This is an optimization exercise on Yosys and OpenROAD, whose aim is small area, a short achievable clock period and few clock cycles per item, not a production implementation. Where RTL was checked, it was by simulation tests only, not by an equivalence proof against the original. Only the layout flow was run in runs 1 to 3 and 5 to 7; the RTL was not checked for function there. No activity file was given, so power comes from the tool's default toggle rates.

$ cat design/flow/flow/run.sh
#!/bin/bash
# The standard layout, with plain buffers (buf_2) on the ports in place of the
# delay buffers buffer_ports picks by default, and a clock tree built without
# dummy loads. Each run's full output goes to its own log file in the work folder.
set -euo pipefail
CTS="-sink_clustering_enable -repair_clock_nets -sink_clustering_size 16 -sink_clustering_max_diameter 60 -buf_list sky130_fd_sc_hd__clkbuf_8 -dont_use_dummy_load"
bash standard.sh BUFFER_PORTS_ARGS="-buffer_cell sky130_fd_sc_hd__buf_2" CTS_ARGS="$CTS" finish > standard.log 2>&1
$ cat design/flow/standard.sh
#!/bin/bash
# synth_recipe.tcl (not shown) runs the flow's synth.tcl, then flattens the netlist and writes it again
# the make line also repeats each setting of config.mk as NAME=value (left out here)
make -C /OpenROAD-flow-scripts/flow DESIGN_CONFIG=/design/flow/config.mk WORK_HOME=/design/flow/orfs CLKGATE_MAP_FILE= SYNTH_SCRIPT=/design/flow/synth_recipe.tcl "${@:-finish}"
$ cat design/flow/config.mk
export PLATFORM = sky130hd
export DESIGN_NAME = circular_deque
export DESIGN_NICKNAME = circular_deque
export VERILOG_FILES = /design/flow/design.v
export SDC_FILE = /design/flow/constraint.sdc
export NUM_CORES = 4
export LEC_CHECK = 0
export CAP_MARGIN = 20
export CORE_MARGIN = 2
export CORE_UTILIZATION = 55
export CTS_BUF_LIST = sky130_fd_sc_hd__clkbuf_8
export CTS_CLUSTER_DIAMETER = 60
export CTS_CLUSTER_SIZE = 16
export SETUP_SLACK_MARGIN = 3.35
export SLEW_MARGIN = 20
$ cat design/flow/constraint.sdc
create_clock -name core_clock -period 6.0 [get_ports {clock}]
set_input_delay 1.2000 -clock core_clock [delete_from_list [all_inputs] [get_ports {clock}]]
set_output_delay 1.2000 -clock core_clock [all_outputs]
set_load 0.01 [all_outputs]
$ cat design/flow/design.v
package cdq_pkg;
   localparam int DEPTH_DEFAULT = 16;
   localparam int DATA_W = 32;
   localparam int CAP_W  = 5;
   localparam int FUNC_W = 3;
   localparam logic [CAP_W-1:0] CAP_RESET = 5'd16;
   localparam logic [DATA_W-1:0] EMPTY_VALUE = 32'hFFFF_FFFF;
   localparam logic [FUNC_W-1:0] FUNC_PUSH_FRONT = 3'd0;
   localparam logic [FUNC_W-1:0] FUNC_PUSH_REAR  = 3'd1;
   localparam logic [FUNC_W-1:0] FUNC_POP_FRONT  = 3'd2;
   localparam logic [FUNC_W-1:0] FUNC_POP_REAR   = 3'd3;
   localparam logic [FUNC_W-1:0] FUNC_QUERY      = 3'd4;
   localparam int CSR_ADDR_W = 3;
   localparam int CSR_DATA_W = 32;
   localparam int MID_DEPTH = DEPTH_DEFAULT - 2;
   localparam int MID_AW    = 4;
endpackage
module cdq_ram #(
   parameter int WIDTH = 32,
   parameter int DEPTH = 14
) (
   input  logic             clock,
   input  logic [DEPTH-1:0] wr_sel,
   input  logic [WIDTH-1:0] wr_data,
   input  logic [DEPTH-1:0] rd_sel,
   output logic [WIDTH-1:0] rd_data
);
   logic [WIDTH-1:0] mem_ff [DEPTH];
   always_ff @(posedge clock) begin
      for (int i = 0; i < DEPTH; i++) begin
         if (wr_sel[i]) begin
            mem_ff[i] <= wr_data;
         end
      end
   end
   always_comb begin
      rd_data = '0;
      for (int i = 0; i < DEPTH; i++) begin
         rd_data = rd_data | (mem_ff[i] & {WIDTH{rd_sel[i]}});
      end
   end
endmodule
module circular_deque #(
   parameter int DEPTH = cdq_pkg::DEPTH_DEFAULT
) (
   input  logic                                clock,
   input  logic                                reset,
   input  logic                                req_valid,
   output logic                                req_ready,
   input  logic [cdq_pkg::FUNC_W-1:0]          req_func,
   input  logic signed [cdq_pkg::DATA_W-1:0]   req_value,
   output logic                                rsp_valid,
   input  logic                                rsp_ready,
   output logic                                rsp_ok,
   output logic [cdq_pkg::CAP_W-1:0]           rsp_count,
   output logic                                rsp_is_empty,
   output logic                                rsp_is_full,
   output logic signed [cdq_pkg::DATA_W-1:0]   rsp_head_value,
   output logic signed [cdq_pkg::DATA_W-1:0]   rsp_tail_value,
   input  logic                                csr_psel,
   input  logic                                csr_penable,
   input  logic                                csr_pwrite,
   input  logic [cdq_pkg::CSR_ADDR_W-1:0]      csr_paddr,
   input  logic [cdq_pkg::CSR_DATA_W-1:0]      csr_pwdata,
   output logic [cdq_pkg::CSR_DATA_W-1:0]      csr_prdata,
   output logic                                csr_pready
);
   localparam int CW = cdq_pkg::CAP_W;
   localparam int DW = cdq_pkg::DATA_W;
   localparam int MD = cdq_pkg::MID_DEPTH;
   localparam int MA = cdq_pkg::MID_AW;
   function automatic logic [MA-1:0] mid_inc(input logic [MA-1:0] i);
      mid_inc = (i == MA'(MD - 1)) ? '0 : i + MA'(1);
   endfunction
   function automatic logic [MA-1:0] mid_dec(input logic [MA-1:0] i);
      mid_dec = (i == '0) ? MA'(MD - 1) : i - MA'(1);
   endfunction
   logic [CW-1:0] capacity_ff;
   logic [CW-1:0] held_ff;
   logic          n0_ff;         
   logic          n1_ff;         
   logic          ge2_ff;        
   logic          ge3_ff;        
   logic          nf_ff;         
   logic          atc_ff;        
   logic          atcm1_ff;      
   logic [MA-1:0] fgap_ff;       
   logic [MA-1:0] rgap_ff;       
   logic [DW-1:0] head_ff;
   logic [DW-1:0] tail_ff;
   logic          rsp_valid_ff;
   logic          rsp_idle_ff;   
   logic          rsp_empty_ff;
   logic          rsp_ok_ff;
   logic          rsp_full_ff;
   logic [CW-1:0] held;
   logic [CW-1:0] eff_cap;
   logic          n2, ge4, atcm2;
   assign held    = n0_ff ? '0 : held_ff;
   assign eff_cap = (capacity_ff == '0) ? CW'(1) :
                    (capacity_ff > CW'(DEPTH)) ? CW'(DEPTH) : capacity_ff;
   assign n2      = ge2_ff && !ge3_ff;
   assign ge4     = ge3_ff && (held_ff > CW'(3));
   assign atcm2   = (held + CW'(2) == eff_cap);
   logic accept;
   logic f_pushf, f_pushr, f_popf, f_popr, f_query;
   logic push_f, push_r, pop_f, pop_r, push, pop, op_ok;
   logic empty_next;
   assign req_ready = rsp_idle_ff || rsp_ready;
   assign accept    = req_valid && req_ready;
   assign f_pushf = (req_func == cdq_pkg::FUNC_PUSH_FRONT);
   assign f_pushr = (req_func == cdq_pkg::FUNC_PUSH_REAR);
   assign f_popf  = (req_func == cdq_pkg::FUNC_POP_FRONT);
   assign f_popr  = (req_func == cdq_pkg::FUNC_POP_REAR);
   assign f_query = (req_func == cdq_pkg::FUNC_QUERY);
   assign push_f = f_pushf && nf_ff;
   assign push_r = f_pushr && nf_ff;
   assign pop_f  = f_popf && !n0_ff;
   assign pop_r  = f_popr && !n0_ff;
   assign push   = push_f || push_r;
   assign pop    = pop_f || pop_r;
   assign op_ok  = push || pop || f_query;
   assign empty_next = (n0_ff && !push) || (n1_ff && pop);
   logic [MA-1:0] fgap_inc, fgap_dec, rgap_inc, rgap_dec;
   logic [MD-1:0] wr_f_oh, wr_r_oh, rd_f_oh, rd_r_oh;
   logic [MD-1:0] wr_sel, rd_sel;
   logic [DW-1:0] wr_data, rd_data;
   assign fgap_inc = mid_inc(fgap_ff);
   assign fgap_dec = mid_dec(fgap_ff);
   assign rgap_inc = mid_inc(rgap_ff);
   assign rgap_dec = mid_dec(rgap_ff);
   always_comb begin
      for (int i = 0; i < MD; i++) begin
         wr_f_oh[i] = (fgap_ff == MA'(i));
         wr_r_oh[i] = (rgap_ff == MA'(i));
         rd_f_oh[i] = (fgap_inc == MA'(i));
         rd_r_oh[i] = (rgap_dec == MA'(i));
      end
   end
   assign wr_sel  = (accept && ge2_ff && nf_ff) ?
                    (({MD{f_pushf}} & wr_f_oh) | ({MD{f_pushr}} & wr_r_oh)) : '0;
   assign wr_data = req_func[0] ? tail_ff : head_ff;
   assign rd_sel  = req_func[0] ? rd_r_oh : rd_f_oh;
   cdq_ram #(
      .WIDTH (DW),
      .DEPTH (MD)
   ) u_mid (
      .clock   (clock),
      .wr_sel  (wr_sel),
      .wr_data (wr_data),
      .rd_sel  (rd_sel),
      .rd_data (rd_data)
   );
   logic          h_v, h_t, h_rd, h_keep;
   logic          t_v, t_h, t_rd, t_keep;
   logic [DW-1:0] head_in, tail_in;
   assign h_v    = accept && (push_f || (push_r && n0_ff));
   assign h_t    = accept && pop_f && n2;
   assign h_rd   = accept && pop_f && ge3_ff;
   assign h_keep = !(h_v || h_t || h_rd);
   assign t_v    = accept && (push_r || (push_f && n0_ff));
   assign t_h    = accept && pop_r && n2;
   assign t_rd   = accept && pop_r && ge3_ff;
   assign t_keep = !(t_v || t_h || t_rd);
   assign head_in = {DW{accept && empty_next}} | ({DW{h_v}} & req_value) | ({DW{h_t}} & tail_ff) |
                    ({DW{h_rd}} & rd_data) | ({DW{h_keep}} & head_ff);
   assign tail_in = {DW{accept && empty_next}} | ({DW{t_v}} & req_value) | ({DW{t_h}} & head_ff) |
                    ({DW{t_rd}} & rd_data) | ({DW{t_keep}} & tail_ff);
   logic cfg_wr;
   assign cfg_wr = csr_psel && csr_penable && csr_pwrite && !csr_paddr[2];
   always_ff @(posedge clock) begin
      if (reset) begin
         capacity_ff  <= cdq_pkg::CAP_RESET;
         n0_ff        <= 1'b1;
         n1_ff        <= 1'b0;
         ge2_ff       <= 1'b0;
         ge3_ff       <= 1'b0;
         nf_ff        <= 1'b1;
         atc_ff       <= 1'b0;
         atcm1_ff     <= 1'b0;
         fgap_ff      <= MA'(MD - 1);
         rgap_ff      <= '0;
         rsp_valid_ff <= 1'b0;
         rsp_idle_ff  <= 1'b1;
      end else begin
         rsp_valid_ff <= accept || (rsp_valid_ff && !rsp_ready);
         rsp_idle_ff  <= !accept && (rsp_idle_ff || rsp_ready);
         if (cfg_wr) begin
            capacity_ff <= csr_pwdata[CW-1:0];
            n0_ff       <= 1'b1;
            n1_ff       <= 1'b0;
            ge2_ff      <= 1'b0;
            ge3_ff      <= 1'b0;
            nf_ff       <= 1'b1;
            atc_ff      <= 1'b0;
            atcm1_ff    <= (csr_pwdata[CW-1:1] == '0);
            fgap_ff     <= MA'(MD - 1);
            rgap_ff     <= '0;
         end else if (accept) begin
            if (push) begin
               n0_ff    <= 1'b0;
               n1_ff    <= n0_ff;
               ge2_ff   <= !n0_ff;
               ge3_ff   <= ge2_ff;
               nf_ff    <= nf_ff && !atcm1_ff;
               atc_ff   <= atcm1_ff;
               atcm1_ff <= atcm2;
            end else if (pop) begin
               n0_ff    <= n1_ff;
               n1_ff    <= n2;
               ge2_ff   <= ge3_ff;
               ge3_ff   <= ge4;
               nf_ff    <= 1'b1;
               atc_ff   <= 1'b0;
               atcm1_ff <= atc_ff;
            end
            if (push_f && ge2_ff)     fgap_ff <= fgap_dec;
            else if (pop_f && ge3_ff) fgap_ff <= fgap_inc;
            if (push_r && ge2_ff)     rgap_ff <= rgap_inc;
            else if (pop_r && ge3_ff) rgap_ff <= rgap_dec;
         end
      end
   end
   always_ff @(posedge clock) begin
      if (accept) begin
         held_ff     <= push ? held + CW'(1) : pop ? held - CW'(1) : held;
         rsp_ok_ff   <= op_ok;
         rsp_full_ff <= push ? atcm1_ff : (!pop && atc_ff);
         rsp_empty_ff <= empty_next;
      end
      head_ff <= head_in;
      tail_ff <= tail_in;
   end
   assign csr_pready = 1'b1;
   assign csr_prdata = csr_paddr[2] ? '0 : cdq_pkg::CSR_DATA_W'(capacity_ff);
   assign rsp_valid      = rsp_valid_ff;
   assign rsp_ok         = rsp_ok_ff;
   assign rsp_count      = held_ff;
   assign rsp_is_empty   = rsp_empty_ff;
   assign rsp_is_full    = rsp_full_ff;
   assign rsp_head_value = $signed(head_ff);
   assign rsp_tail_value = $signed(tail_ff);
endmodule
==> metrics.csv, run 1 <==
metric;value;unit
drtAntennaViolNets;0;
wl;73380;microns
r2r_slack;3430;ps
synth_edf_count;456;
worstHoldEndpoint;rsp_valid_ff$_SDFF_PP0_;
regArea;0.01543;sq mm
synth_top_flop_cell;edfxtp_1;
drv_cap;0;
clk_latency;650;ps
period_needed;2845;ps
required;4800;ps
die_y;209.8;microns
p_comb_share;11.2;%
clockRootBuffer;clkbuf_8;
antenna_found_initial;1;
r2r-end;head_ff[1]$_DFF_P_;
rows;75;
ir_drop;221.2;uV
synthToLayoutAreaGrowth;16.16;%
synth_top_area_cell;edfxtp_1;
ys_top_cells_by_area;edfxtp_1 59%, dfxtp_1 7.4%, a22oi_1 3.2%;
cellLeakagePower;9.115;nW
worstPathArrival;1650;ps
netlist_area;0.02329;sq mm
setup_viol;0;
drive_above_1_share;26.67;%
ys_seq_area_share;66.20;%
crit_family;simple AND/OR/NAND/NOR gates;
grt_use_total;32.43;%
p_int;5.202;mW
yosys.area.top_type_share;58.80;%
ys_seq_elements;542;
postSynthCellCount;1668;
dieArea;0.04400;sq mm
cts-htree-levels;2;
end_kind;output pin;
core-area;0.04185;sq mm
ctsHoldBuffers;0;
worstSetupStartpointType;input port;
regToRegStartpoint;rgap_ff[0]$_SDFFE_PP0P_;
clk_pin_slew;80;ps
min_from;rsp_valid_ff$_SDFF_PP0_;
netSwitchingPower;1.725;mW
fmax;0.3515;GHz
numCtsBuffers;43;
holdCritPathClass;flop to flop;
status;no timing/DRC/antenna violations;
relSlewSlack;50.76;%
dpl_cell_area;0.02465;sq mm
p_clk_share;25.8;%
fill_cells;3127;
grt_pass1_wl;103900;microns
post_drt_wl_per_cell;30.57;microns
die_x;209.8;microns
critPathKind;input port to output pin;
start_util;55.64;%
hpwl;39250;microns
synth_cell_type_count;85;
min_period_over_period;47.42;%
ys_warn_count;3;
multi_input_area;0.007776;sq mm
grt_max_degree;49;
seq_power_share;63.0;%
final_area;0.02705;sq mm
reg2regPathDepth;8;
io_pins;184;
crit_chain;buf_8 > or2_4 > buf_6;
clockBufferDepth;3;
fin_skew;73.17;ps
tns;0;ps
sw_frac_of_total;24.90;%
slew_viol_final;0;
hold_viol_final;0;
async_flop_share;0;%
place_congestion;0.8156;
cp.depth;3;
drtPass1Iterations;5;
hold_path_depth;2;
cp_max_fo;2;
clock_sinks;542;
drt-initial-drc-count;1871;
grt-ovfl-total;0;
p_per_area;256.1;mW/mm^2
drc_errors;0;
nNetsFinal;1943;
worst-path-buf-inv;2;
cp_slowest_cell;or2_4;
slowest_delay;230;ps
syn_avg_cell_area;13.96;sq um
vias;16250;
grt_pass1_vias;15610;
tightest_slew;734.6;ps
via_per_inst;6.773;
portBuffers;126;
rsz0062_at_grt;true;
cts_tree;built;
[what timing repair did]
item / CTS / global route
buffers inserted: 38 / 46
pin swaps: 17 / 37
gates cloned: 6 / 7
endpoints found under the setup margin: 513 / 257
gates resized for setup: 65 / 101
[kinds of logic after synthesis]
logic type | after synthesis | share of synthesized area [%]
XOR/XNOR | 13 | 0.4890
other | 2 | 0.03225
flip-flops | 542 | 66.20
AO/OA/AOI/OAI | 483 | 16.71
AND/OR/NAND/NOR | 334 | 7.458
buffers and inverters | 189 | 4.298
multiplexers | 101 | 4.605
adder cells (fa/ha/maj) | 4 | 0.2149
[power groups by stage]
stage,combinational [mW],sequential [mW],clock (mW)
finish,0.775,4.37,1.79
CTS,0.718,4.37,1.82
global route,0.829,4.38,1.96
floorplan,0.404,4.47,0
global placement,0.671,4.45,0
detailed placement,0.691,4.45,0
[metal layers]
layer,vias up,share of wire [%],GRT usage [%]
met3,150,8.0,4.848
met1,8278,41,44.79
met4,0,4.0,13.26
met2,824,47,52.01
met5,-,0,0
li1,7002,-,-
[synth_stat cells (9+ instances only)]
library cell	n
o21ai_0	27
buf_2	44
buf_4	39
a21oi_1	35
a221o_1	23
nand3_1	20
dfxtp_1	86
o2bb2ai_1	11
inv_1	43
clkbuf_1	47
a221oi_1	70
nor2b_1	15
buf_6	12
nand2_1	110
mux2_2	43
a22oi_1	98
mux2i_1	54
o211ai_2	13
edfxtp_1	456
nand2b_1	16
o2111ai_1	23
o221ai_1	9
o211ai_1	96
nand4_1	20
nor3_1	38
nor2_1	50
[through the flow]
stage               utilization (%)  instances  power (mW)  hold WS, ps  setup slack [ps]
global placement              58.89       2259       5.116        461.1              1447
detailed placement            58.89       2259       5.142        474.0              1403
global route                  64.63       2400       7.167        513.0              3143
floorplan                         -       1694       4.873        449.1              2750
finish                        64.63       2400       6.927        489.4              3155
CTS                           62.20       2346       6.903        487.4              3079
[layout make-up]
cell class                 instances  area share, %
multi-input combinational        966          28.75
tap                              539          2.493
antenna                            1       0.009252
inverter                          43         0.6291
clock buffer                      43          2.188
sequential                       542          57.05
timing repair buffer             266          8.877
[layout by cell type (no fill, tap or decap), types with 7 or more instances in the layout]
cell / count
edfxtp_1: 456
buf_2: 122
nand2_1: 106
o211ai_1: 96
a22oi_1: 95
dfxtp_1: 80
buf_4: 76
a221oi_1: 67
mux2i_1: 53
clkbuf_8: 43
inv_1: 41
nor2_1: 38
a21oi_1: 35
mux2_2: 35
conb_1: 28
buf_12: 28
nor3_1: 24
a221o_1: 23
o21ai_0: 21
o2111ai_1: 21
buf_6: 21
nand4_1: 20
nand3_1: 15
nor2b_1: 14
nor3_2: 14
o22ai_4: 13
nand2b_1: 12
nor2_4: 12
o211ai_2: 12
o2bb2ai_1: 11
mux2_4: 10
o221ai_1: 9
xnor2_1: 8
or3_1: 7
o21ai_1: 7
[flip-flops by register name, indices dropped and copies added (netlist names), 4 cells and up]
signal / count
capacity_ff: 5
fgap_ff: 4
head_ff: 32
held_ff: 5
rgap_ff: 4
tail_ff: 32
u_mid.mem_ff: 448
[how the worst max path moves through the flow]
stage / endpoint / startpoint
CTS: tail_ff[31]$_DFF_P_ / rgap_ff[2]$_SDFFE_PP0P_
finish: req_ready / rsp_ready
detailed placement: head_ff[20]$_DFF_P_ / req_func[0]
global placement: head_ff[27]$_DFF_P_ / req_func[0]
global route: req_ready / rsp_ready
floorplan: u_mid.mem_ff[0][0]$_DFFE_PP_ / req_func[0]
[worst reg2reg max path: cells and delay by family (launching register included)]
kind                   cells  cell delay [ps]
and+or+nand+nor            2              730
DFF                        1              310
buffers and inverters      2              600
AOI/OAI and AO/OA          4              820
==> run 2, diff against run 1 <==
--- a/design/flow/design.v
+++ b/design/flow/design.v
@@ -107,7 +107,7 @@
    logic push_f, push_r, pop_f, pop_r, push, pop, op_ok;
    logic empty_next;
    assign req_ready = rsp_idle_ff || rsp_ready;
-   assign accept    = req_valid && req_ready;
+   assign accept    = req_valid && (!rsp_valid_ff || rsp_ready);
    assign f_pushf = (req_func == cdq_pkg::FUNC_PUSH_FRONT);
    assign f_pushr = (req_func == cdq_pkg::FUNC_PUSH_REAR);
    assign f_popf  = (req_func == cdq_pkg::FUNC_POP_FRONT);
==> metrics.csv, run 2 <==
metric;value;unit
status;no timing/DRC/antenna violations;
p_comb_share;11.4;%
tightest_slew;792.3;ps
p_per_area;251.5;mW/mm^2
grt_pass1_wl;104900;microns
rsz0062_at_grt;true;
p_clk_share;25.8;%
core-area;0.04092;sq mm
seq_power_share;62.9;%
final_area;0.02761;sq mm
end_kind;output pin;
drv_cap;0;
rows;74;
ys_top_cells_by_area;edfxtp_1 60%, dfxtp_1 7.5%, mux2_2 3.7%;
yosys.area.top_type_share;60.03;%
ys_seq_area_share;67.58;%
clock_sinks;542;
clockBufferDepth;3;
antenna_cells;0;
post_drt_wl_per_cell;30.04;microns
die_x;207.7;microns
ir_drop;198.5;uV
ys_warn_count;3;
dieArea;0.04312;sq mm
grt-ovfl-total;0;
synthToLayoutAreaGrowth;21.02;%
clk_latency;670;ps
min_period_over_period;47.27;%
holdCritPathClass;flop to flop;
synth.most_common_cell;edfxtp_1;
sw_frac_of_total;24.81;%
drtAntennaViolNets;0;
largest_reg_flops;448;
cts-htree-levels;2;
async_flop_share;0;%
worstPathArrival;1640;ps
syn_avg_cell_area;13.68;sq um
reg.largest.list;u_mid.mem_ff x448, head_ff x32, tail_ff x32;
drtPass1Iterations;6;
start_util;55.74;%
r2r_slack;3280;ps
hold_viol_final;0;
period_needed;2836;ps
synth_top_area_cell;edfxtp_1;
vias;16640;
wl;73500;microns
required;4800;ps
netlist_area;0.02281;sq mm
layout_commonest_cell;edfxtp_1;
slew_viol_final;0;
cp_max_fo;2;
synth_top_flop_cell;edfxtp_1;
antenna_found_initial;3;
cellLeakagePower;9.204;nW
tns;0;ps
io_pins;184;
grt_pass1_vias;15600;
ys_seq_elements;542;
grt_max_degree;65;
cts_tree;built;
place_congestion;0.8077;
critPathKind;input port to output pin;
clockRootBuffer;clkbuf_8;
numCtsBuffers;43;
grt_use_total;33.02;%
hpwl;37510;microns
synth_edf_count;456;
portBuffers;126;
netSwitchingPower;1.723;mW
synthTopCellsByCount;456 x edfxtp_1, 115 x o21ai_0, 102 x a22oi_1;
drt-initial-drc-count;2094;
setup_viol;0;
relSlewSlack;47.18;%
worstSetupStartpointType;input port;
via_per_inst;6.799;
nNetsFinal;1998;
most-common-layout-cells;456 x edfxtp_1, 123 x buf_4, 121 x buf_2;
fill_cells;2910;
clk_pin_slew;80;ps
drive_above_1_share;30.60;%
dpl_cell_area;0.02437;sq mm
synth_cell_type_count;78;
fmax;0.3526;GHz
die_y;207.7;microns
fin_skew;81.57;ps
drc_errors;0;
p_int;5.221;mW
postSynthCellCount;1667;
top_register;u_mid.mem_ff;
## run 2: changes by cell type after synthesis, sizes merged, moves of 10 or more
cell and delta:
buf -44, mux2 +28, o21ai +85, mux2i -28
nand2 -69, a221o +45, o221ai +10, nand3 +32
a2111oi +28, a221oi -59, clkbuf +49, nand4 -17
o211ai -100, a21oi +43
## run 2: power groups by stage
| stage | clock network [mW] | registers (mW) | logic, mW |
|---|---|---|---|
| 5_1_grt | 1.93 | 4.38 | 0.839 |
| 3_3_place_gp | 0 | 4.44 | 0.657 |
| 6_report | 1.79 | 4.37 | 0.790 |
| 2_1_floorplan | 0 | 4.47 | 0.379 |
| 3_5_place_dp | 0 | 4.45 | 0.673 |
| 4_1_cts | 1.81 | 4.36 | 0.757 |
## run 2: metrics by stage
stage               utilization [%]  hold WS, ps  total power, mW  std cells  setup slack [ps]
floorplan                         -        449.4            4.847       1693              2373
global placement              59.54        464.3            5.101       2256              1270
detailed placement            59.56        479.8            5.123       2256              1198
CTS                           66.02        491.1            6.927       2417              3161
global route                  67.46        509.4            7.143       2447              3159
finish                        67.46        492.1            6.944       2447              3164
## run 2: critical path, stage by stage
cell and delay [ps]:
buf_6 90, or2_4 230, buf_6 120
## run 2: area by class of cell
type / count / area (sq um) / area share, %
clock buffer: 43 / 591.8 / 2.144
inverter: 40 / 162.7 / 0.5892
multi-input combinational: 970 / 7838 / 28.39
sequential: 542 / 15430 / 55.90
tap: 532 / 665.6 / 2.411
timing repair buffer: 320 / 2918 / 10.57
## run 2: logic make-up (layout without fill, tap and decap cells)
family / after synthesis / count (layout) / synth area share, %
XOR/XNOR: 12 / 12 / 0.4608
other: 2 / 28 / 0.03292
buffers and inverters: 191 / 403 / 3.818
multiplexers: 101 / 101 / 4.854
flip-flops: 542 / 542 / 67.58
adder cells (fa/ha/maj): 4 / 4 / 0.2194
AO/OA/AOI/OAI: 522 / 529 / 16.32
AND/OR/NAND/NOR: 293 / 296 / 6.719
## run 2: worst paths after layout
check                                           end               startpoint  cells after the start
worst max register to register   tail_ff[1]$_DFF_P_  rgap_ff[2]$_SDFFE_PP0P_                      6
worst min register to register  atc_ff$_SDFFE_PP0P_      atc_ff$_SDFFE_PP0P_                      2
worst min-delay path            atc_ff$_SDFFE_PP0P_      atc_ff$_SDFFE_PP0P_                      2
worst max-delay path                      req_ready                rsp_ready                      3
## run 2: timing repair
action / in CTS / in global routing
buffers inserted: 99 / 29
hold buffers: 0 / 0
pin swaps: 39 / 33
resized for setup: 179 / 68
gates cloned: 19 / 1
endpoints found under the setup margin: 523 / 428
## run 2: metal layers
layer | vias to the layer above | GRT usage [%] | part of all wire [%]
met4 | 6 | 11.42 | 3.3
met2 | 960 | 48.22 | 45
li1 | 7106 | - | -
met1 | 8416 | 47.86 | 40
met3 | 150 | 9.244 | 12
met5 | - | 0 | 0.046
==> run 3, diff against run 2 <==
--- a/design/flow/design.v
+++ b/design/flow/design.v
@@ -231,8 +231,12 @@
       head_ff <= head_in;
       tail_ff <= tail_in;
    end
+   logic [CW-1:0] prdata_ff;
+   always_ff @(posedge clock) begin
+      prdata_ff <= csr_paddr[2] ? '0 : capacity_ff;
+   end
    assign csr_pready = 1'b1;
-   assign csr_prdata = csr_paddr[2] ? '0 : cdq_pkg::CSR_DATA_W'(capacity_ff);
+   assign csr_prdata = cdq_pkg::CSR_DATA_W'(prdata_ff);
    assign rsp_valid      = rsp_valid_ff;
    assign rsp_ok         = rsp_ok_ff;
    assign rsp_count      = held_ff;
==> metrics.csv, run 3 <==
metric;value;unit
status;no timing/DRC/antenna violations;
fin_skew;59.36;ps
drtAntennaViolNets;0;
grt_pass1_vias;14740;
cts-htree-levels;2;
crit_family;simple AND/OR/NAND/NOR gates;
layout_commonest_cell;edfxtp_1;
critPathKind;input port to output pin;
synth_cell_type_count;81;
cts_tree;built;
synth_edf_count;456;
drc_errors;0;
fill_cells;3025;
crit_chain;buf_6 > or2_4 > buf_6;
placed_cells;2185;
antenna_found_initial;0;
die_x;206.4;microns
ys_seq_elements;547;
clockRootBuffer;clkbuf_8;
holdCritPathClass;flop to flop;
fmax;0.3527;GHz
place_congestion;0.8451;
grt-ovfl-total;0;
clock_sinks;547;
fin_cells;2322;
worstPathArrival;1640;ps
rsz0062_at_grt;true;
grt_use_total;31.54;%
drt-initial-drc-count;1762;
grt_pass1_wl;96470;microns
synth.most_common_cell;edfxtp_1;
top_register;u_mid.mem_ff;
synth_top_area_cell;edfxtp_1;
postSynthCellCount;1582;
synthTopCellsByCount;456 x edfxtp_1, 127 x a22oi_1, 93 x nand2_1;
tightest_slew;956.7;ps
cpMostUsedCell;buf_6;
largest_reg_flops;448;
cp_slowest_cell;or2_4;
tns;0;ps
cp_max_fo;3;
min_period_over_period;47.26;%
required;4800;ps
clockBufferDepth;3;
clk_pin_slew;80;ps
most-common-layout-cells;456 x edfxtp_1, 127 x a22oi_1, 121 x buf_2;
io_pins;184;
hpwl;37870;microns
grt_max_degree;47;
slew_viol_final;0;
ys_top_cells_by_area;edfxtp_1 61%, dfxtp_1 8.1%, a22oi_1 4.2%;
reg.largest.list;u_mid.mem_ff x448, head_ff x32, tail_ff x32;
wl;68530;microns
start_util;55.44;%
dieArea;0.04261;sq mm
cellLeakagePower;8.759;nW
period_needed;2836;ps
drtPass1Iterations;8;
ys_warn_count;3;
numCtsBuffers;44;
ctsHoldBuffers;0;
die_y;206.4;microns
ys_seq_area_share;68.85;%
clk_latency;660;ps
p_per_area;255.5;mW/mm^2
ir_drop;208.9;uV
drive_above_1_share;28.00;%
relSlewSlack;35.79;%
end_kind;output pin;
slowest_delay;220;ps
via_per_inst;6.714;
async_flop_share;0;%
netlist_area;0.02253;sq mm
yosys.area.top_type_share;60.77;%
rows;74;
synth_top_flop_cell;edfxtp_1;
worst-path-buf-inv;2;
syn_avg_cell_area;14.24;sq um
nNetsFinal;1872;
post_drt_wl_per_cell;29.51;microns
hold_viol_final;0;
drv_cap;0;
synthToLayoutAreaGrowth;17.18;%
core-area;0.04065;sq mm
worstSetupStartpointType;input port;
vias;15590;
portBuffers;126;
setup_viol;0;
run 3: cell types whose count changed after synthesis, sizes merged, moves of 19 or more:
cell / delta
a22oi: +25
clkbuf: -59
a2111oi: -26
a221o: -41
nor3: -35
a222oi: +19
nand4: +20
a221oi: +33
buf: +42
o21ai: -67
nand2: +54
mux2i: +22
mux2: -40
nand3: -32
run 3: logic make-up after synthesis:
group | Yosys count | synth area share, %
fa+ha+maj | 4 | 0.2221
other cells | 2 | 0.03333
buf+inv | 164 | 3.876
mux | 83 | 3.909
simple gates | 295 | 6.913
flops | 547 | 68.85
compound gates | 475 | 15.73
xor+xnor | 12 | 0.4664
run 3: where the power goes:
group	internal [mW]	switching, mW	total (mW)
clock network	0.657	1.13	1.79
logic	0.224	0.384	0.608
registers	4.27	0.0787	4.35
total	5.15	1.60	6.75
run 3: what timing repair did:
item,4_1_cts,5_1_grt
pin swaps,26,18
setup endpoints to repair,516,337
buffers inserted,60,21
gates cloned,7,4
resized for setup,95,35
run 3: layout make-up:
type	instances	area, sq um	area share [%]
inverters	30	121.4	0.4596
clock buffers	44	605.6	2.293
well taps	532	665.6	2.521
repair buffers	267	2252	8.529
multi-input cells	901	7228	27.37
diodes	1	2.502	0.009477
flip-flops and latches	547	15530	58.81
run 3: path summary, 6_finish.rpt:
kind | depth (start not counted) | slack (ps) | endpoint | from
max | 3 | 3160 | req_ready | rsp_ready
min | 2 | 480 | atc_ff$_SDFFE_PP0P_ | atc_ff$_SDFFE_PP0P_
max reg2reg | 9 | 3450 | head_ff[7]$_DFF_P_ | rgap_ff[0]$_SDFFE_PP0P_
min reg2reg | 2 | 480 | atc_ff$_SDFFE_PP0P_ | atc_ff$_SDFFE_PP0P_
run 3: stage by stage:
step	instance area [sq um]	util (%)	power [mW]	worst slack [ps]	hold WS (ps)
floorplan	23310	-	4.800	2756	449.1
global placement	24270	59.70	4.987	1654	465.1
detailed placement	24270	59.71	5.008	1631	465.2
CTS	26000	63.98	6.763	3164	476.3
global route	26400	64.96	6.971	3148	511.1
finish	26410	64.96	6.748	3164	478.8
run 3: worst register-to-register path: cells and delay by family (launching register included):
family / cells / cell delay [ps]
and+or+nand+nor: 2 / 530
AOI/OAI and AO/OA: 4 / 800
buffers and inverters: 3 / 630
DFF: 1 / 480
run 3: metal layers:
layer / share of wire (%) / global-route usage (%) / vias to the layer above
li1: - / - / 6721
met1: 42 / 45.41 / 7942
met2: 46 / 47.93 / 809
met3: 9.6 / 6.386 / 119
met4: 2.9 / 11.05 / 0
met5: 0 / 0 / -
==> run 4, diff against run 3 <==
--- a/design/flow/design.v
+++ b/design/flow/design.v
@@ -89,8 +89,6 @@
    logic [DW-1:0] head_ff;
    logic [DW-1:0] tail_ff;
    logic          rsp_valid_ff;
-   logic          rsp_idle_ff;   
-   logic          rsp_empty_ff;
    logic          rsp_ok_ff;
    logic          rsp_full_ff;
    logic [CW-1:0] held;
@@ -106,8 +104,8 @@
    logic f_pushf, f_pushr, f_popf, f_popr, f_query;
    logic push_f, push_r, pop_f, pop_r, push, pop, op_ok;
    logic empty_next;
-   assign req_ready = rsp_idle_ff || rsp_ready;
-   assign accept    = req_valid && (!rsp_valid_ff || rsp_ready);
+   assign req_ready = !rsp_valid_ff || rsp_ready;
+   assign accept    = req_valid && req_ready;
    assign f_pushf = (req_func == cdq_pkg::FUNC_PUSH_FRONT);
    assign f_pushr = (req_func == cdq_pkg::FUNC_PUSH_REAR);
    assign f_popf  = (req_func == cdq_pkg::FUNC_POP_FRONT);
@@ -181,10 +179,8 @@
          fgap_ff      <= MA'(MD - 1);
          rgap_ff      <= '0;
          rsp_valid_ff <= 1'b0;
-         rsp_idle_ff  <= 1'b1;
       end else begin
          rsp_valid_ff <= accept || (rsp_valid_ff && !rsp_ready);
-         rsp_idle_ff  <= !accept && (rsp_idle_ff || rsp_ready);
          if (cfg_wr) begin
             capacity_ff <= csr_pwdata[CW-1:0];
             n0_ff       <= 1'b1;
@@ -226,21 +222,16 @@
          held_ff     <= push ? held + CW'(1) : pop ? held - CW'(1) : held;
          rsp_ok_ff   <= op_ok;
          rsp_full_ff <= push ? atcm1_ff : (!pop && atc_ff);
-         rsp_empty_ff <= empty_next;
       end
       head_ff <= head_in;
       tail_ff <= tail_in;
    end
-   logic [CW-1:0] prdata_ff;
-   always_ff @(posedge clock) begin
-      prdata_ff <= csr_paddr[2] ? '0 : capacity_ff;
-   end
    assign csr_pready = 1'b1;
-   assign csr_prdata = cdq_pkg::CSR_DATA_W'(prdata_ff);
+   assign csr_prdata = csr_paddr[2] ? '0 : cdq_pkg::CSR_DATA_W'(capacity_ff);
    assign rsp_valid      = rsp_valid_ff;
    assign rsp_ok         = rsp_ok_ff;
    assign rsp_count      = held_ff;
-   assign rsp_is_empty   = rsp_empty_ff;
+   assign rsp_is_empty   = (held_ff == '0);
    assign rsp_is_full    = rsp_full_ff;
    assign rsp_head_value = $signed(head_ff);
    assign rsp_tail_value = $signed(tail_ff);
==> design/flow/flow/run.sh (replaced) <==
#!/bin/bash
# The standard layout, with plain buffers (buf_2) on the ports in place of the
# delay buffers buffer_ports picks by default, and a clock tree built without
# dummy loads. Each run's full output goes to its own log file in the work folder.
set -euo pipefail
CTS="-sink_clustering_enable -repair_clock_nets -sink_clustering_size 20 -sink_clustering_max_diameter 50 -buf_list sky130_fd_sc_hd__clkbuf_8 -dont_use_dummy_load"
bash standard.sh BUFFER_PORTS_ARGS="-buffer_cell sky130_fd_sc_hd__buf_2" CTS_ARGS="$CTS" finish > standard.log 2>&1
--- a/design/flow/config.mk
+++ b/design/flow/config.mk
@@ -9,7 +9,7 @@
 export CORE_MARGIN = 2
 export CORE_UTILIZATION = 55
 export CTS_BUF_LIST = sky130_fd_sc_hd__clkbuf_8
-export CTS_CLUSTER_DIAMETER = 60
-export CTS_CLUSTER_SIZE = 16
+export CTS_CLUSTER_DIAMETER = 50
+export CTS_CLUSTER_SIZE = 20
 export SETUP_SLACK_MARGIN = 3.35
 export SLEW_MARGIN = 20
==> metrics.csv, run 4 <==
metric;value;unit
cts_tree;built;
end_kind;output pin;
dieArea;0.04162;sq mm
worstPathArrival;1610;ps
grtUsageMet1;47.88;%
most-common-layout-cells;455 x edfxtp_1, 121 x buf_2, 88 x a22o_1;
vias;15090;
rsz0062_at_grt;true;
cts-htree-levels;2;
use_met3;6.138;%
ys_warn_count;3;
startpoint;rsp_ready;
synth.most_common_cell;edfxtp_1;
grt_pass1_wl;98080;microns
layout_commonest_cell;edfxtp_1;
synthTopCellsByCount;455 x edfxtp_1, 91 x a21oi_1, 88 x a22o_1;
async_flop_share;0;%
ys_seq_area_share;69.83;%
ys_seq_elements;540;
r2r_slack;3410;ps
synth_cell_type_count;66;
wl;68620;microns
fmax;0.3561;GHz
gr-max-usage-layer;met2;
drtPass1Iterations;7;
drc_errors;0;
cp_max_fo;2;
slew_viol_final;0;
slowest_delay;130;ps
final_area;0.02576;sq mm
use_met2;50.64;%
clk_pin_slew;40;ps
drive_above_1_share;28.89;%
grt_use_total;32.96;%
via_per_inst;6.913;
largest_reg_flops;448;
drt-initial-drc-count;1779;
cp_slowest_cell;nor2b_4;
die_x;204.0;microns
clockRootBuffer;clkbuf_8;
period_needed;2808;ps
grt_max_degree;65;
place_congestion;0.8605;
drv_cap;0;
relSlewSlack;25.17;%
min_from;n1_ff$_SDFFE_PP0P_;
hold_path_depth;2;
nNetsFinal;1741;
rows;73;
regToRegStartpoint;fgap_ff[1]$_SDFFE_PP0P_;
cpMostUsedCell;buf_6;
antenna_found_initial;0;
netlist_area;0.02200;sq mm
io_pins;184;
ir_drop;214.3;uV
drtAntennaViolNets;0;
min_period_over_period;46.80;%
numCtsBuffers;44;
p_per_area;258.1;mW/mm^2
synthToLayoutAreaGrowth;17.07;%
grt_pass1_vias;14260;
tightest_slew;1118;ps
holdCritPathClass;flop to flop;
synth_top_flop_cell;edfxtp_1;
clockBufferDepth;3;
hpwl;35370;microns
worstSetupStartpointType;input port;
ys_top_cells_by_area;edfxtp_1 62%, dfxtp_1 7.7%, a22o_1 3.5%;
status;no timing/DRC/antenna violations;
core-area;0.03964;sq mm
start_util;55.50;%
hold_viol_final;0;
critPathKind;input port to output pin;
dpl_cell_area;0.02388;sq mm
grt-ovfl-total;0;
syn_avg_cell_area;14.94;sq um
synth_top_area_cell;edfxtp_1;
setup_viol;0;
post_drt_wl_per_cell;31.43;microns
cellLeakagePower;8.146;nW
reg2regPathDepth;7;
postSynthCellCount;1473;
fin_skew;100.6;ps
die_y;204.0;microns
top_register;u_mid.mem_ff;
reg.largest.list;u_mid.mem_ff x448, head_ff x32, tail_ff x32;
antenna_cells;0;
yosys.area.top_type_share;62.10;%
crit_chain;buf_6 > nor2b_4 > inv_2 > buf_6;
tns;0;ps
synth_edf_count;455;
clk_latency;680;ps
portBuffers;126;
required;4800;ps
clock_sinks;540;
## run 4: worst max-delay path: cells and delay by family
family / cells / cell delay, ps
AND/OR/NAND/NOR: 1 / 130
buffers and inverters: 3 / 280
## run 4: path summary, 6_finish.rpt
path	end
setup / recovery	req_ready
hold / removal	n1_ff$_SDFFE_PP0P_
setup reg to reg	head_ff[25]$_DFF_P_
hold reg to reg	n1_ff$_SDFFE_PP0P_
## run 4: where the power goes
| group | leakage, nW | total, mW | internal, mW | switching (mW) |
|---|---|---|---|---|
| sequential | 4.72 | 4.28 | 4.21 | 0.0686 |
| clock | 0.316 | 1.78 | 0.656 | 1.12 |
| combinational | 3.11 | 0.588 | 0.222 | 0.365 |
| total | 8.15 | 6.65 | 5.09 | 1.56 |
## run 4: repair_timing
action | in CTS | in global routing
gates resized for setup | 69 | 34
setup endpoints to repair | 525 | 202
gates cloned | 10 | 0
setup buffers | 60 | 8
hold buffers | 0 | 0
endpoints found under the hold margin | 0 | 0
pin swaps | 26 | 7
## run 4: routing by layer
metal	share of wire, %	vias up
li1	-	6445
met1	42	7738
met2	46	802
met3	9.2	107
met4	2.8	0
met5	0	-
## run 4: final cells by class
class / count / area (sq um)
sequential: 540 / 15370
inverter: 12 / 48.80
fill: 2910 / 13880
clock buffer: 44 / 605.6
multi-input combinational: 817 / 7027
tap: 525 / 656.9
timing repair buffer: 245 / 2044
## run 4: cell families after synthesis
kind of cell,after synthesis,synth area share (%)
AOI/OAI and AO/OA,508,18.32
xor gates and xnor gates,12,0.4777
adders and majority gates,4,0.2275
buffers and inverters,148,3.247
DFF,540,69.83
muxes,50,2.462
other,2,0.03413
and+or+nand+nor,209,5.397
## run 4: through the flow
stage | hold slack (ps) | setup slack, ps | total power [mW] | util, % | instances
4_1_cts | 476.2 | 3195 | 6.668 | 64.53 | 2175
6_report | 474.5 | 3192 | 6.647 | 64.98 | 2183
3_3_place_gp | 467.2 | 1535 | 4.886 | 60.24 | 2061
3_5_place_dp | 469.3 | 1551 | 4.903 | 60.24 | 2061
2_1_floorplan | 445.6 | 2643 | 4.712 | - | 1499
5_1_grt | 513.1 | 3135 | 6.863 | 64.98 | 2183
Testbench counts of run 4, summed over its fixed seeds: cycles 19,967, items 16,000.
==> run 5, diff against run 4 <==
--- a/design/flow/design.v
+++ b/design/flow/design.v
@@ -68,12 +68,11 @@
    localparam int CW = cdq_pkg::CAP_W;
    localparam int DW = cdq_pkg::DATA_W;
    localparam int MD = cdq_pkg::MID_DEPTH;
-   localparam int MA = cdq_pkg::MID_AW;
-   function automatic logic [MA-1:0] mid_inc(input logic [MA-1:0] i);
-      mid_inc = (i == MA'(MD - 1)) ? '0 : i + MA'(1);
+   function automatic logic [MD-1:0] rot_up(input logic [MD-1:0] v);
+      rot_up = {v[MD-2:0], v[MD-1]};
    endfunction
-   function automatic logic [MA-1:0] mid_dec(input logic [MA-1:0] i);
-      mid_dec = (i == '0) ? MA'(MD - 1) : i - MA'(1);
+   function automatic logic [MD-1:0] rot_down(input logic [MD-1:0] v);
+      rot_down = {v[0], v[MD-1:1]};
    endfunction
    logic [CW-1:0] capacity_ff;
    logic [CW-1:0] held_ff;
@@ -84,8 +83,8 @@
    logic          nf_ff;         
    logic          atc_ff;        
    logic          atcm1_ff;      
-   logic [MA-1:0] fgap_ff;       
-   logic [MA-1:0] rgap_ff;       
+   logic [MD-1:0] fgap_ff;       
+   logic [MD-1:0] rgap_ff;       
    logic [DW-1:0] head_ff;
    logic [DW-1:0] tail_ff;
    logic          rsp_valid_ff;
@@ -119,22 +118,13 @@
    assign pop    = pop_f || pop_r;
    assign op_ok  = push || pop || f_query;
    assign empty_next = (n0_ff && !push) || (n1_ff && pop);
-   logic [MA-1:0] fgap_inc, fgap_dec, rgap_inc, rgap_dec;
    logic [MD-1:0] wr_f_oh, wr_r_oh, rd_f_oh, rd_r_oh;
    logic [MD-1:0] wr_sel, rd_sel;
    logic [DW-1:0] wr_data, rd_data;
-   assign fgap_inc = mid_inc(fgap_ff);
-   assign fgap_dec = mid_dec(fgap_ff);
-   assign rgap_inc = mid_inc(rgap_ff);
-   assign rgap_dec = mid_dec(rgap_ff);
-   always_comb begin
-      for (int i = 0; i < MD; i++) begin
-         wr_f_oh[i] = (fgap_ff == MA'(i));
-         wr_r_oh[i] = (rgap_ff == MA'(i));
-         rd_f_oh[i] = (fgap_inc == MA'(i));
-         rd_r_oh[i] = (rgap_dec == MA'(i));
-      end
-   end
+   assign wr_f_oh = fgap_ff;
+   assign wr_r_oh = rgap_ff;
+   assign rd_f_oh = rot_up(fgap_ff);
+   assign rd_r_oh = rot_down(rgap_ff);
    assign wr_sel  = (accept && ge2_ff && nf_ff) ?
                     (({MD{f_pushf}} & wr_f_oh) | ({MD{f_pushr}} & wr_r_oh)) : '0;
    assign wr_data = req_func[0] ? tail_ff : head_ff;
@@ -176,8 +166,8 @@
          nf_ff        <= 1'b1;
          atc_ff       <= 1'b0;
          atcm1_ff     <= 1'b0;
-         fgap_ff      <= MA'(MD - 1);
-         rgap_ff      <= '0;
+         fgap_ff      <= MD'(1) << (MD - 1);
+         rgap_ff      <= MD'(1);
          rsp_valid_ff <= 1'b0;
       end else begin
          rsp_valid_ff <= accept || (rsp_valid_ff && !rsp_ready);
@@ -190,8 +180,8 @@
             nf_ff       <= 1'b1;
             atc_ff      <= 1'b0;
             atcm1_ff    <= (csr_pwdata[CW-1:1] == '0);
-            fgap_ff     <= MA'(MD - 1);
-            rgap_ff     <= '0;
+            fgap_ff     <= MD'(1) << (MD - 1);
+            rgap_ff     <= MD'(1);
          end else if (accept) begin
             if (push) begin
                n0_ff    <= 1'b0;
@@ -210,10 +200,10 @@
                atc_ff   <= 1'b0;
                atcm1_ff <= atc_ff;
             end
-            if (push_f && ge2_ff)     fgap_ff <= fgap_dec;
-            else if (pop_f && ge3_ff) fgap_ff <= fgap_inc;
-            if (push_r && ge2_ff)     rgap_ff <= rgap_inc;
-            else if (pop_r && ge3_ff) rgap_ff <= rgap_dec;
+            if (push_f && ge2_ff)     fgap_ff <= rot_down(fgap_ff);
+            else if (pop_f && ge3_ff) fgap_ff <= rot_up(fgap_ff);
+            if (push_r && ge2_ff)     rgap_ff <= rot_up(rgap_ff);
+            else if (pop_r && ge3_ff) rgap_ff <= rot_down(rgap_ff);
          end
       end
    end
==> design/flow/flow/run.sh (replaced) <==
#!/bin/bash
# The standard layout, with plain buffers (buf_2) on the ports in place of the
# delay buffers buffer_ports picks by default, and a clock tree built without
# dummy loads. Each run's full output goes to its own log file in the work folder.
set -euo pipefail
CTS="-sink_clustering_enable -repair_clock_nets -sink_clustering_size 16 -sink_clustering_max_diameter 60 -buf_list sky130_fd_sc_hd__clkbuf_8 -dont_use_dummy_load"
bash standard.sh BUFFER_PORTS_ARGS="-buffer_cell sky130_fd_sc_hd__buf_2" CTS_ARGS="$CTS" finish > standard.log 2>&1
--- a/design/flow/config.mk
+++ b/design/flow/config.mk
@@ -9,7 +9,7 @@
 export CORE_MARGIN = 2
 export CORE_UTILIZATION = 55
 export CTS_BUF_LIST = sky130_fd_sc_hd__clkbuf_8
-export CTS_CLUSTER_DIAMETER = 50
-export CTS_CLUSTER_SIZE = 20
+export CTS_CLUSTER_DIAMETER = 60
+export CTS_CLUSTER_SIZE = 16
 export SETUP_SLACK_MARGIN = 3.35
 export SLEW_MARGIN = 20
==> metrics.csv, run 5 <==
metric;value;unit
drt-initial-drc-count;1709;
most-common-layout-cells;455 x edfxtp_1, 225 x a22oi_1, 117 x buf_2;
nNetsFinal;1742;
hold_viol_final;0;
clk_pin_slew;90;ps
hold_path_depth;2;
clockBufferDepth;3;
status;no timing/DRC/antenna violations;
wl;65090;microns
worstPathArrival;1700;ps
power;6.748;mW
grt_pass1_vias;13660;
min_period_over_period;48.30;%
antenna_found_initial;0;
startpoint;rsp_ready;
synth_cell_type_count;50;
io_pins;184;
worst_slack;3102;ps
grt_max_degree;45;
r2r_slack;3620;ps
p_per_area;271.8;mW/mm^2
numCtsBuffers;43;
min_from;atc_ff$_SDFFE_PP0P_;
fin_skew;53.78;ps
largest_reg_flops;448;
place_congestion;0.7509;
grt_pass1_wl;93230;microns
cp_max_fo;2;
clockRootBuffer;clkbuf_8;
core-area;0.03973;sq mm
top_register;u_mid.mem_ff;
via_per_inst;6.533;
grt_use_total;31.01;%
die_y;204.7;microns
die_x;204.7;microns
pre_cts_ws;1877;ps
synth.most_common_cell;edfxtp_1;
slew_viol_final;0;
async_flop_share;0;%
clock_sinks;560;
synth_edf_count;455;
antenna_cells;0;
cts-htree-levels;2;
drc_errors;0;
ys_seq_elements;560;
yosys.area.top_type_share;61.66;%
tightest_slew;1031;ps
grt-ovfl-total;0;
r2r-end;held_ff[4]$_DFFE_PP_;
post_drt_wl_per_cell;29.80;microns
portBuffers;126;
netlist_area;0.02216;sq mm
ys_warn_count;3;
syn_avg_cell_area;14.74;sq um
ys_seq_area_share;71.14;%
start_util;55.77;%
synthTopCellsByCount;455 x edfxtp_1, 226 x a22oi_1, 110 x nand2_1;
drtPass1Iterations;6;
setup_viol;0;
cts_tree;built;
postSynthCellCount;1503;
worstHoldEndpoint;atc_ff$_SDFFE_PP0P_;
fmax;0.3451;GHz
rsz0062_at_grt;true;
ir_drop;209.4;uV
worstSetupStartpointType;input port;
holdCritPathClass;flop to flop;
synth_top_area_cell;edfxtp_1;
dieArea;0.04191;sq mm
vias;14270;
ctsHoldBuffers;0;
reg.largest.list;u_mid.mem_ff x448, head_ff x32, tail_ff x32;
hpwl;33680;microns
relSlewSlack;29.32;%
synth_top_flop_cell;edfxtp_1;
required;4800;ps
reg2regPathDepth;8;
end_kind;output pin;
period_needed;2898;ps
drtAntennaViolNets;0;
clk_latency;650;ps
drive_above_1_share;23.03;%
cellLeakagePower;8.282;nW
rows;73;
tns;0;ps
ys_top_cells_by_area;edfxtp_1 62%, dfxtp_1 9.5%, a22oi_1 7.7%;
synthToLayoutAreaGrowth;12.06;%
layout_commonest_cell;edfxtp_1;
critPathKind;input port to output pin;
drv_cap;0;
regToRegStartpoint;n0_ff$_SDFFE_PP1P_;
[run 5: cells by family after synthesis]
| kind of cell | count (synthesis) | synth area share [%] |
|---|---|---|
| compound gates | 409 | 14.39 |
| simple gates | 290 | 6.075 |
| flops | 560 | 71.14 |
| mux | 96 | 4.607 |
| xor+xnor | 9 | 0.3557 |
| other cells | 2 | 0.03389 |
| buf+inv | 133 | 3.173 |
| fa+ha+maj | 4 | 0.2259 |
[run 5: final cells by class]
class | count | area [sq um]
flip-flops and latches | 560 | 15770
fillers | 3051 | 14900
multi-input cells | 844 | 6379
repair buffers | 203 | 1396
well taps | 525 | 656.9
clock buffers | 43 | 591.8
inverters | 9 | 43.79
[run 5: per-stage QoR]
step,hold slack (ps),instance area [sq um],util (%),instances
2_1_floorplan,449.8,22590,-,1529
3_3_place_gp,462.8,23420,58.95,2089
3_5_place_dp,465.9,23420,58.95,2089
4_1_cts,479.9,24620,61.97,2177
5_1_grt,532.0,24830,62.50,2184
6_report,482.3,24830,62.50,2184
[run 5: power by group]
part	total [mW]	internal (mW)	switching, mW	leakage [nW]
Clock	1.81	0.644	1.16	0.309
Combinational	0.547	0.184	0.362	3.10
Sequential	4.40	4.33	0.0646	4.87
Total	6.75	5.16	1.59	8.28
[run 5: metal layers]
metal | vias up | GRT usage, % | part of all wire (%) | wire length (microns)
met5 | - | 0 | 0 | 0
met4 | 0 | 6.832 | 1.7 | 1124
met3 | 79 | 5.075 | 8.5 | 5523
met2 | 679 | 49.76 | 47 | 30830
met1 | 7261 | 44.86 | 42 | 27610
li1 | 6250 | - | - | -
[run 5: how the worst max path moves through the flow]
stage | to | slack, ps | cells after the start
2_1_floorplan | u_mid.mem_ff[10][0]$_DFFE_PP_ | 3010 | 5
3_3_place_gp | head_ff[30]$_DFF_P_ | 1880 | 7
3_5_place_dp | head_ff[30]$_DFF_P_ | 1880 | 7
4_1_cts | req_ready | 3100 | 4
5_1_grt | req_ready | 3090 | 4
6_report | req_ready | 3100 | 4
[run 5: timing repair]
action / 4_1_cts / 5_1_grt
buffers inserted: 38 / 6
gates resized for setup: 48 / 33
cloned: 7 / 1
pin swaps: 17 / 5
endpoints found under the setup margin: 465 / 172
[run 5: critical path, stage by stage]
cell     delay [ps]
buf_6            90
and2b_4         270
inv_6            40
buf_6           110
==> run 6, diff against run 5 <==
--- a/design/flow/config.mk
+++ b/design/flow/config.mk
@@ -13,3 +13,4 @@
 export CTS_CLUSTER_SIZE = 16
 export SETUP_SLACK_MARGIN = 3.35
 export SLEW_MARGIN = 20
+export TNS_END_PERCENT = 5
==> metrics.csv, run 6 <==
metric;value;unit
status;no timing/DRC/antenna violations;
ys_top_cells_by_area;edfxtp_1 62%, dfxtp_1 9.5%, a22oi_1 7.7%;
postSynthCellCount;1503;
ys_seq_elements;560;
crit_chain;buf_6 > and2b_4 > inv_4 > buf_6;
synth.most_common_cell;edfxtp_1;
period_needed;2884;ps
cts-htree-levels;2;
slew_viol_final;0;
min_period_over_period;48.07;%
drtAntennaViolNets;0;
worst-path-buf-inv;3;
synth_edf_count;455;
async_flop_share;0;%
setup_viol;0;
hold_viol_final;0;
synthToLayoutAreaGrowth;11.19;%
syn_avg_cell_area;14.74;sq um
drive_above_1_share;21.48;%
layout_commonest_cell;edfxtp_1;
antenna_cells;0;
worstPathArrival;1680;ps
worstSetupStartpointType;input port;
drc_errors;0;
synth_top_flop_cell;edfxtp_1;
relSlewSlack;31.57;%
cts_tree;built;
via_per_inst;6.600;
fmax;0.3467;GHz
ys_warn_count;3;
dieArea;0.04191;sq mm
drt-initial-drc-count;1610;
core-area;0.03973;sq mm
p_per_area;274.1;mW/mm^2
fill_cells;3019;
fin_skew;41.76;ps
grt-ovfl-total;0;
critPathKind;input port to output pin;
grt_pass1_wl;93910;microns
r2r_slack;3460;ps
required;4800;ps
numCtsBuffers;44;
rows;73;
power;6.753;mW
netlist_area;0.02216;sq mm
rsz0062_at_grt;true;
clockBufferDepth;3;
drv_cap;0;
cellLeakagePower;8.242;nW
die_x;204.7;microns
end_kind;output pin;
ys_seq_area_share;71.14;%
tightest_slew;997.9;ps
clock_sinks;560;
grt_pass1_vias;13880;
most-common-layout-cells;455 x edfxtp_1, 225 x a22oi_1, 123 x buf_2;
cp_slowest_cell;and2b_4;
synth_top_area_cell;edfxtp_1;
clockRootBuffer;clkbuf_8;
portBuffers;126;
ir_drop;213.5;uV
antenna_found_initial;1;
crit_family;simple AND/OR/NAND/NOR gates;
reg.largest.list;u_mid.mem_ff x448, head_ff x32, tail_ff x32;
io_pins;184;
grt_use_total;31.35;%
top_register;u_mid.mem_ff;
multi_input_area;0.006178;sq mm
cp_max_fo;2;
grt_max_degree;41;
regArea;0.01577;sq mm
tns;0;ps
holdCritPathClass;flop to flop;
hpwl;33720;microns
drtPass1Iterations;5;
place_congestion;0.7776;
clk_latency;630;ps
synthTopCellsByCount;455 x edfxtp_1, 226 x a22oi_1, 110 x nand2_1;
cpMostUsedCell;buf_6;
largest_reg_flops;448;
die_y;204.7;microns
start_util;55.77;%
nNetsFinal;1745;
wl;65140;microns
yosys.area.top_type_share;61.66;%
clk_pin_slew;70;ps
post-route-util;62.01;%
final_area;0.02464;sq mm
vias;14430;
dpl_cell_area;0.02332;sq mm
synth_cell_type_count;50;
post_drt_wl_per_cell;29.79;microns
slowest_delay;250;ps
[run 6: area by class of cell]
class                   count  area share [%]
clock buffers              44           2.458
well taps                 525           2.666
multi-input cells         844           25.08
flip-flops and latches    560           63.99
inverters                   9          0.1676
repair buffers            205           5.647
[run 6: cell families (layout without fill, tap and decap cells)]
family	Yosys count	after routing	share of synthesized area (%)
multiplexers	96	96	4.607
buffers and inverters	133	258	3.173
adder cells (fa/ha/maj)	4	4	0.2259
XOR/XNOR	9	9	0.3557
flip-flops	560	560	71.14
other	2	28	0.03389
AO/OA/AOI/OAI	409	409	14.39
AND/OR/NAND/NOR	290	298	6.075
[run 6: timing repair]
action / CTS / global route
cloned: 9 / 0
endpoints found under the hold margin: 0 / 0
gates resized for setup: 43 / 2
setup endpoints to repair: 509 / 463
setup buffers: 41 / 2
hold buffers: 0 / 0
pin swaps: 17 / 0
[run 6: worst register-to-register path, stage by stage (launching register included)]
cell       delay, ps
dfxtp_1          480
or3b_1           520
nor4_4           590
o2bb2ai_2        320
buf_6            260
nor2_1            60
a211oi_1         220
[run 6: power breakdown]
part	internal [mW]	switching, mW	leakage [nW]
Sequential	4.33	0.0627	4.87
Combinational	0.179	0.357	3.06
Clock	0.658	1.17	0.316
[run 6: metal layers]
| layer | track usage (%) | share of wire (%) | up-vias |
|---|---|---|---|
| met5 | 0 | 0 | - |
| met2 | 49.17 | 46 | 770 |
| met4 | 13.20 | 4.0 | 0 |
| li1 | - | - | 6247 |
| met3 | 5.759 | 9.3 | 133 |
| met1 | 43.32 | 41 | 7284 |
[run 6: worst paths after layout]
check | start | to | depth (start not counted)
worst max-delay path | rsp_ready | req_ready | 4
worst min-delay path | atc_ff$_SDFFE_PP0P_ | atc_ff$_SDFFE_PP0P_ | 2
worst min register to register | atc_ff$_SDFFE_PP0P_ | atc_ff$_SDFFE_PP0P_ | 2
worst max register to register | n0_ff$_SDFFE_PP1P_ | fgap_ff[5]$_SDFFE_PP0P_ | 6
[run 6: metrics by stage]
| step | setup slack, ps | cells | hold slack, ps |
|---|---|---|---|
| after floorplan | 3012 | 1529 | 449.8 |
| after global placement | 1769 | 2090 | 459.9 |
| after detailed placement | 1759 | 2091 | 463.0 |
| after CTS | 3118 | 2185 | 473.4 |
| after global routing | 3108 | 2187 | 499.8 |
| final | 3116 | 2187 | 472.9 |
==> run 7, diff against run 6 <==
--- a/design/flow/design.v
+++ b/design/flow/design.v
@@ -88,6 +88,7 @@
    logic [DW-1:0] head_ff;
    logic [DW-1:0] tail_ff;
    logic          rsp_valid_ff;
+   logic          rsp_idle_ff;   
    logic          rsp_ok_ff;
    logic          rsp_full_ff;
    logic [CW-1:0] held;
@@ -103,8 +104,8 @@
    logic f_pushf, f_pushr, f_popf, f_popr, f_query;
    logic push_f, push_r, pop_f, pop_r, push, pop, op_ok;
    logic empty_next;
-   assign req_ready = !rsp_valid_ff || rsp_ready;
-   assign accept    = req_valid && req_ready;
+   assign req_ready = rsp_idle_ff || rsp_ready;
+   assign accept    = req_valid && (!rsp_valid_ff || rsp_ready);
    assign f_pushf = (req_func == cdq_pkg::FUNC_PUSH_FRONT);
    assign f_pushr = (req_func == cdq_pkg::FUNC_PUSH_REAR);
    assign f_popf  = (req_func == cdq_pkg::FUNC_POP_FRONT);
@@ -169,8 +170,10 @@
          fgap_ff      <= MD'(1) << (MD - 1);
          rgap_ff      <= MD'(1);
          rsp_valid_ff <= 1'b0;
+         rsp_idle_ff  <= 1'b1;
       end else begin
          rsp_valid_ff <= accept || (rsp_valid_ff && !rsp_ready);
+         rsp_idle_ff  <= !accept && (!rsp_valid_ff || rsp_ready);
          if (cfg_wr) begin
             capacity_ff <= csr_pwdata[CW-1:0];
             n0_ff       <= 1'b1;
--- a/design/flow/config.mk
+++ b/design/flow/config.mk
@@ -13,4 +13,3 @@
 export CTS_CLUSTER_SIZE = 16
 export SETUP_SLACK_MARGIN = 3.35
 export SLEW_MARGIN = 20
-export TNS_END_PERCENT = 5
==> metrics.csv, run 7 <==
metric;value;unit
status;no timing/DRC/antenna violations;
grt_pass1_wl;92490;microns
largest_reg_flops;448;
min_from;atc_ff$_SDFFE_PP0P_;
clk_latency;650;ps
regArea;0.01579;sq mm
drive_above_1_share;26.44;%
crit_family;simple AND/OR/NAND/NOR gates;
seq_power_share;64.8;%
route.met3.wl;6212;microns
clock_sinks;561;
p_int;5.197;mW
fill_cells;2983;
top_register;u_mid.mem_ff;
ys_seq_area_share;70.67;%
slew_viol_final;0;
clockBufferDepth;3;
ys_seq_elements;561;
min_period_over_period;47.16;%
p_clk_share;26.7;%
ir_drop;183.5;uV
end_kind;output pin;
ys_warn_count;3;
cellLeakagePower;8.476;nW
core-area;0.03991;sq mm
postSynthCellCount;1523;
holdCritPathClass;flop to flop;
grt_use_total;30.60;%
fmax;0.3534;GHz
vias;14380;
hold_path_depth;2;
m1WireLength;26700;microns
reg2regPathDepth;6;
numCtsBuffers;44;
multi_input_area;0.006774;sq mm
layout_commonest_cell;edfxtp_1;
synth_top_area_cell;edfxtp_1;
rows;73;
synthToLayoutAreaGrowth;13.23;%
wl;64560;microns
via_per_inst;6.534;
antenna_found_initial;3;
cp_slowest_cell;or2_4;
grt-ovfl-total;0;
drv_cap;0;
netlist_area;0.02234;sq mm
synth_cell_type_count;54;
drtPass1Iterations;5;
ys_top_cells_by_area;edfxtp_1 61%, dfxtp_1 9.5%, a22oi_1 7.5%;
rsz0062_at_grt;true;
setup_viol;0;
netSwitchingPower;1.612;mW
post_drt_wl_per_cell;29.33;microns
tightest_slew;691.9;ps
yosys.area.top_type_share;61.17;%
pre_cts_ws;1683;ps
clockRootBuffer;clkbuf_8;
cp_max_fo;2;
most-common-layout-cells;455 x edfxtp_1, 224 x a22oi_1, 121 x buf_2;
clk_pin_slew;80;ps
worst-path-buf-inv;2;
relSlewSlack;53.87;%
r2r_slack;3650;ps
r2r-end;u_mid.mem_ff[12][27]$_DFFE_PP_;
worstHoldEndpoint;atc_ff$_SDFFE_PP0P_;
hold_viol_final;0;
period_needed;2829;ps
synth.most_common_cell;edfxtp_1;
drtAntennaViolNets;0;
cts-htree-levels;2;
critPathKind;input port to output pin;
drt-initial-drc-count;1476;
top_layer_used;met4;
slowest_delay;220;ps
worst_slack;3171;ps
nNetsFinal;1755;
hpwl;33770;microns
tns;0;ps
p_comb_share;8.5;%
worstSetupStartpointType;input port;
place_congestion;0.7619;
required;4800;ps
syn_avg_cell_area;14.67;sq um
sw_frac_of_total;23.67;%
crit_chain;buf_8 > or2_4 > buf_6;
synth_top_flop_cell;edfxtp_1;
p_per_area;269.2;mW/mm^2
die_y;205.5;microns
regToRegStartpoint;nf_ff$_SDFFE_PP1P_;
grt_max_degree;50;
drc_errors;0;
grt_pass1_vias;13870;
worstPathArrival;1630;ps
route.met2.wl;30440;microns
async_flop_share;0;%
cts_tree;built;
synth_edf_count;455;
dieArea;0.04224;sq mm
die_x;205.5;microns
fin_skew;57.96;ps
synthTopCellsByCount;455 x edfxtp_1, 224 x a22oi_1, 108 x nand2_1;
portBuffers;126;
reg.largest.list;u_mid.mem_ff x448, head_ff x32, tail_ff x32;
start_util;55.96;%
io_pins;184;
[run 7: changes by cell type after synthesis, sizes merged, moves of 2 or more]
cell,change
a21oi,+3
clkbuf,+14
o21ai,+3
nor3,+2
and3b,+2
o22ai,+2
nand2,-2
nand3,+2
a22oi,-2
o2bb2ai,-2
buf,-9
[run 7: logic make-up (layout without fill, tap and decap cells)]
family / after synthesis / after routing / synth area share, %
AND/OR/NAND/NOR: 296 / 297 / 6.257
flip-flops: 561 / 561 / 70.67
adder cells (fa/ha/maj): 4 / 4 / 0.2241
XOR/XNOR: 8 / 8 / 0.3137
multiplexers: 96 / 96 / 4.577
other: 2 / 32 / 0.03362
AO/OA/AOI/OAI: 417 / 420 / 14.64
buffers and inverters: 139 / 258 / 3.277
[run 7: worst register-to-register path, cell delays in order, from the launching register on]
cell	delay (ps)
dfxtp_1	530
nor3b_4	290
buf_12	150
nand3_4	60
buf_4	230
nor2_4	380
buf_8	360
[run 7: cell type report]
| class | instances | share of cell area, % |
|---|---|---|
| timing repair buffer | 204 | 5.601 |
| inverter | 10 | 0.1484 |
| clock buffer | 44 | 2.395 |
| multi-input combinational | 853 | 26.79 |
| tap | 525 | 2.597 |
| sequential | 561 | 62.43 |
| antenna | 4 | 0.03958 |
[run 7: power by group through the flow]
stage / registers [mW] / logic (mW) / clock network [mW]
after global placement: 4.49 / 0.523 / 0
after floorplan: 4.51 / 0.338 / 0
after detailed placement: 4.50 / 0.536 / 0
after CTS: 4.41 / 0.565 / 1.85
after global routing: 4.42 / 0.628 / 1.97
final: 4.41 / 0.578 / 1.82
[run 7: worst max-delay path by stage]
stage / from / to / slack [ps] / cells after the start
2_1_floorplan: rsp_ready / u_mid.mem_ff[10][0]$_DFFE_PP_ / 3030 / 6
3_3_place_gp: req_func[1] / u_mid.mem_ff[8][0]$_DFFE_PP_ / 1730 / 5
3_5_place_dp: req_func[1] / u_mid.mem_ff[8][0]$_DFFE_PP_ / 1680 / 5
4_1_cts: rsp_ready / req_ready / 3170 / 3
5_1_grt: rsp_ready / req_ready / 3160 / 3
6_report: rsp_ready / req_ready / 3170 / 3
[run 7: timing repair]
action,in CTS,in global routing
gates cloned,3,2
buffers inserted,38,7
pin swaps,20,2
gates resized for setup,45,16
endpoints found under the setup margin,547,154
hold buffers,0,0
[run 7: stage by stage]
step / std cells / total power, mW / instance area (sq um) / hold slack [ps] / util, %
2_1_floorplan: 1549 / 4.844 / 23250 / 436.3 / -
3_3_place_gp: 2101 / 5.017 / 23930 / 447.7 / 59.95
6_report: 2201 / 6.809 / 25290 / 474.5 / 63.36
4_1_cts: 2187 / 6.825 / 25110 / 475.5 / 62.91
5_1_grt: 2197 / 7.023 / 25280 / 529.7 / 63.33
3_5_place_dp: 2102 / 5.033 / 23950 / 464.2 / 60.00
[run 7: per-layer routing]
layer  up-vias  GRT usage (%)
met5         -              0
met4         0          8.967
met3        87          6.652
met2       713          48.65
met1      7266          42.67
li1       6315              -

[port drivers added, routing unchanged]
No port has a modelled driver above. Below, the same layouts with a new extraction and two added sets of constraints. Step 1, drivers: a clkbuf_16 drives clock and a buf_2 each remaining input, both assumed. Step 2 times the ports against the registers' clock, not the clock port: input delays grow and output delays shrink by t, the midpoint of the rising clock arrivals with the driver on. Slacks: ideal ports / drivers / drivers and shift; pairs: ideal ports / drivers.
| run | shift t [ns] | setup WS [ns] | hold slack, ns | clock arrival spread, ns | worst register clock-pin slew, ns |
|---|---|---|---|---|---|
| run 1 | 0.669 | 3.155 / 3.110 / 2.463 | 0.489 / 0.489 / 0.489 | 0.073 / 0.073 | 0.11 / 0.11 |
| run 2 | 0.674 | 3.164 / 3.004 / 2.329 | 0.492 / 0.492 / 0.492 | 0.094 / 0.095 | 0.10 / 0.10 |
| run 3 | 0.673 | 3.164 / 3.133 / 2.675 | 0.479 / 0.479 / 0.479 | 0.082 / 0.082 | 0.10 / 0.10 |
| run 4 | 0.680 | 3.192 / 3.152 / 2.651 | 0.475 / 0.475 / 0.475 | 0.100 / 0.101 | 0.12 / 0.12 |
| run 5 | 0.678 | 3.102 / 3.067 / 2.682 | 0.482 / 0.482 / 0.482 | 0.054 / 0.054 | 0.10 / 0.10 |
| run 6 | 0.673 | 3.116 / 3.084 / 2.450 | 0.473 / 0.473 / 0.473 | 0.064 / 0.064 | 0.10 / 0.10 |
| run 7 | 0.675 | 3.171 / 3.131 / 2.586 | 0.474 / 0.474 / 0.474 | 0.059 / 0.060 | 0.10 / 0.10 |
After both steps setup and hold are still met in every run listed. The setup slack of run 2, which loses most, moves by -0.160 ns with the drivers and by -0.835 ns with both steps.
